From an optimization exercise on the open Yosys and OpenROAD flow, aimed at small area, a short achievable clock period and few clock cycles per item; shortcuts taken in it are not production practice.
Function was checked by simulation only, so behaviour that the tests miss may differ from the original.
Power is estimated from default activity; no workload was simulated.

Design tremolo_lfo_gain, start of the top module:
module tremolo_lfo_gain (
    input  logic                           clk,
    input  logic                           rst_n,
    input  logic                           s_axis_tvalid,
    output logic                           s_axis_tready,
    input  logic [15:0]                    s_axis_tdata,    
    output logic                           m_axis_tvalid,
    input  logic                           m_axis_tready,
    output logic [15:0]                    m_axis_tdata,    
    input  logic                           cfg_we,
    input  logic                           cfg_index,
    input  logic [tlg_pkg::HP_W-1:0]       cfg_data
);
make LEC_CHECK=0 ABC_AREA=1 CAP_MARGIN=20 CORE_MARGIN=2 CORE_UTILIZATION=55 PLACE_DENSITY=0.7 SETUP_SLACK_MARGIN=5 SLEW_MARGIN=20 TNS_END_PERCENT=100 finish   # period 10.0 ns
run.sh (not shown) runs the stock make flow with config.mk's settings and CLKGATE_MAP_FILE= SYNTH_SCRIPT=/design/flow/synth_recipe.tcl, a recipe that flattens the netlist after the stock synthesis.
Testbench counts at the start, summed over its fixed seeds: cycles 10,320, items 9,600.
Rerun with:
- CORE_UTILIZATION: 55 -> 40
- PLACE_DENSITY: 0.7 -> 0.6
=>
- The changed run ran to the end with no violations
- final cell count rose by a few percent
- die area rose by well over a third
- via count fell slightly
- global-route usage fell by 8.3 points
- core utilization fell by 16 points
- routed wire length rose by a few percent
- setup slack improved by 0.0085 ns

---

Setup of P:
Another version of the RTL of tremolo_lfo_gain (not shown whole).
Settings: LEC_CHECK=0, ABC_AREA=1, CAP_MARGIN=20, CORE_MARGIN=2, CORE_UTILIZATION=40, CTS_BUF_LIST=sky130_fd_sc_hd__clkbuf_4 sky130_fd_sc_hd__clkbuf_8, PLACE_DENSITY=0.6, SETUP_SLACK_MARGIN=5, SLEW_MARGIN=20, TNS_END_PERCENT=100; clock period 10.0 ns.
Testbench counts of P, summed over its fixed seeds: cycles 10,518, items 9,600.
Setup changes, P to Q
Settings: CTS_BUF_LIST no longer set, was sky130_fd_sc_hd__clkbuf_4 sky130_fd_sc_hd__clkbuf_8; ABC_AREA no longer set, was 1.
==> run summary <==
Q closes out successfully: all stages finished, all timing, DRC and antenna checks passed.
Summary of Q over P: clock share of power roughly the same, total power higher, number of signal-net buffers in the layout higher.
Lower synthesized cell count among Q and P: P
Q: power of the sequential group about 7% below P
Q gives less power per cell area than P did.
Diff Q and P: aggregate routed wire length higher in Q
met1 track demand over resource for Q is lower than for P.
Of the two values seen for critical path launch point, xop_reg[3] was produced by P and dir_reg by Q.
| share of power burned in combinational logic | higher: Q |
For R, these inputs were changed with respect to Q:
Settings: ABC_AREA: unset -> 1.
==> comparison <==
- Compare Q and R | via density per instance lower: R
- As of R, routed wire length had fallen by a few percent compared to Q.
- Looking at capturing element of the worst setup path, the rf_reg[2] result is from R; the rf_reg[13] one comes from Q.
- [R vs Q] power: lower in R
- R vs Q, worst setup slack went up by 0.24 ns.
- Compared with Q, R instantiates a smaller number of standard cells.
- For R, the cell at the slowest stage of the critical path was sky130_fd_sc_hd__nor2_1, unlike Q, where it was sky130_fd_sc_hd__dfstp_4.
- Measured against R, the filler cell count of Q comes out at 1.10 times the reference value.
- Diff Q and R: first-pass GRT wire length lower in R
#### Input delta (S over R)
Settings: CTS_BUF_LIST newly set to sky130_fd_sc_hd__clkbuf_4 sky130_fd_sc_hd__clkbuf_8.
==> flow/flow/run.sh (new file) <==
#!/bin/bash
set -euo pipefail
MARGIN=${MARGIN:-5.5}
sed -e "s/SETUP_SLACK_MARGIN=[^ ]*/SETUP_SLACK_MARGIN=${MARGIN}/" standard.sh > standard_margin.sh
grep -q "SETUP_SLACK_MARGIN=${MARGIN}" standard_margin.sh
bash standard_margin.sh > flow_make.log 2>&1
==> flow/standard.sh (new file) <==
#!/bin/bash
# synth_recipe.tcl (not shown) runs the flow's synth.tcl, then flattens the netlist and writes it again
# the make line also repeats each setting of config.mk as NAME=value (left out here)
make -C /OpenROAD-flow-scripts/flow DESIGN_CONFIG=/design/flow/config.mk WORK_HOME=/design/flow/orfs CLKGATE_MAP_FILE= SYNTH_SCRIPT=/design/flow/synth_recipe.tcl "${@:-finish}"
removed: flow/run.sh
## What came out
NOTE non-clock buffer count R->S increased by more than 10%
In the flow results for S and R, the post-route clock period utilization is smaller on S.
As of S, highest ir drop seen on vdd had risen by more than 10% compared to R.
Compared with R, S shows part of the total power dissipated in combinational logic higher by 0.4 points.
From R to S the numbers moved as follows: global-route usage rose by 0.60 points; routed wire length saw an increase.
For S, the top metal layer carrying routed signals was met4, unlike R, where it was met5.
The following lists how T was set up differently from S:
Settings: CTS_BUF_LIST no longer set, was sky130_fd_sc_hd__clkbuf_4 sky130_fd_sc_hd__clkbuf_8.
==> flow/flow/run.sh <==
#!/bin/bash
set -euo pipefail
MARGIN=${MARGIN:-6.5}
sed -e "s/SETUP_SLACK_MARGIN=[^ ]*/SETUP_SLACK_MARGIN=${MARGIN}/" standard.sh > standard_margin.sh
grep -q "SETUP_SLACK_MARGIN=${MARGIN}" standard_margin.sh
bash standard_margin.sh > flow_make.log 2>&1
Notes after the runs:
- Compared with S, T shows final critical-path share of the clock period higher by 1.0 points.
- T against S: power saw an increase; clock network fraction of total power saw a decrease; combined area of the multi-input logic cells saw an increase; slack of the critical path saw a decrease.

---

tremolo_lfo_gain, a different RTL version from the one above (not shown whole).
Size in the first run: ~7,300 cells after synthesis, about 620 flip-flops, ~60 I/O pins.
clock: 10.0 ns
lec_check: 0
abc_area: 1
cap_margin: 20
core_margin: 2
core_utilization: 40
cts_buf_list: sky130_fd_sc_hd__clkbuf_4 sky130_fd_sc_hd__clkbuf_8
place_density: 0.6
setup_slack_margin: 5
slew_margin: 20
tns_end_percent: 100
standard.sh (not shown) runs the stock make flow with config.mk's settings and CLKGATE_MAP_FILE= SYNTH_SCRIPT=/design/flow/synth_recipe.tcl, a recipe that flattens the netlist after the stock synthesis.
==> flow/flow/run.sh <==
#!/bin/bash
set -euo pipefail
MARGIN=${MARGIN:-6.25}
sed -e "s/SETUP_SLACK_MARGIN=[^ ]*/SETUP_SLACK_MARGIN=${MARGIN}/" standard.sh > standard_margin.sh
grep -q "SETUP_SLACK_MARGIN=${MARGIN}" standard_margin.sh
bash standard_margin.sh > flow_make.log 2>&1
The baseline finished clean.
Testbench counts at the start, summed over its fixed seeds: cycles 10,344, items 9,600.
Change:
==> flow/flow/run.sh (replaced) <==
#!/bin/bash
set -euo pipefail
MARGIN=${MARGIN:-6.0}
sed -e "s/SETUP_SLACK_MARGIN=[^ ]*/SETUP_SLACK_MARGIN=${MARGIN}/" standard.sh > standard_margin.sh
grep -q "SETUP_SLACK_MARGIN=${MARGIN}" standard_margin.sh
bash standard_margin.sh > flow_make.log 2>&1
What happened: The changed run went through all stages and came out clean; register-to-register slack got worse by 160 ps; hold slack loses 4.1 ps; first-iteration DRC count went down by a few percent; non-clock buffer count is lower by 139; power is lower by a few percent; fmax grows slightly; utilization drops by 2.3 points; via count fell by a few percent.

## static timing again, ports no longer ideal
Ports are ideal in the flow. The routed layouts listed here were re-timed in OpenROAD.
Step 1: set_driving_cell puts a clkbuf_16 on clk and a buf_2 on each other input, an assumption about the parent block.
Step 2 also shifts input and output timing later by t, the mid clock arrival at the registers, as if the neighbouring blocks saw the same clock.
Slacks: ideal ports / drivers / drivers and shift; pairs: ideal ports / drivers.
run | t, ns | setup WS [ns] | pins driven straight from the clock port
the first run of note 1 | 0.720 | 5.070 / 5.118 / 4.397 | 1
the second run of note 1 | 0.736 | 5.079 / 5.079 / 4.442 | 1
P | 0.865 | 5.208 / 5.208 / 4.481 | 1
Q | 0.752 | 4.913 / 4.913 / 4.809 | 1
R | 0.723 | 5.153 / 5.162 / 4.477 | 1
S | 0.879 | 5.312 / 5.312 / 4.772 | 1
T | 0.726 | 5.209 / 5.209 / 5.209 | 1
the first run of note 3 | 0.952 | 5.846 / 5.873 / 4.921 | 1
the second run of note 3 | 0.912 | 5.893 / 5.931 / 5.019 | 1
After both steps every run listed still meets setup and hold. The setup slack of the first run of note 3, which loses most, moves by +0.027 ns with the drivers and by -0.925 ns with both steps.
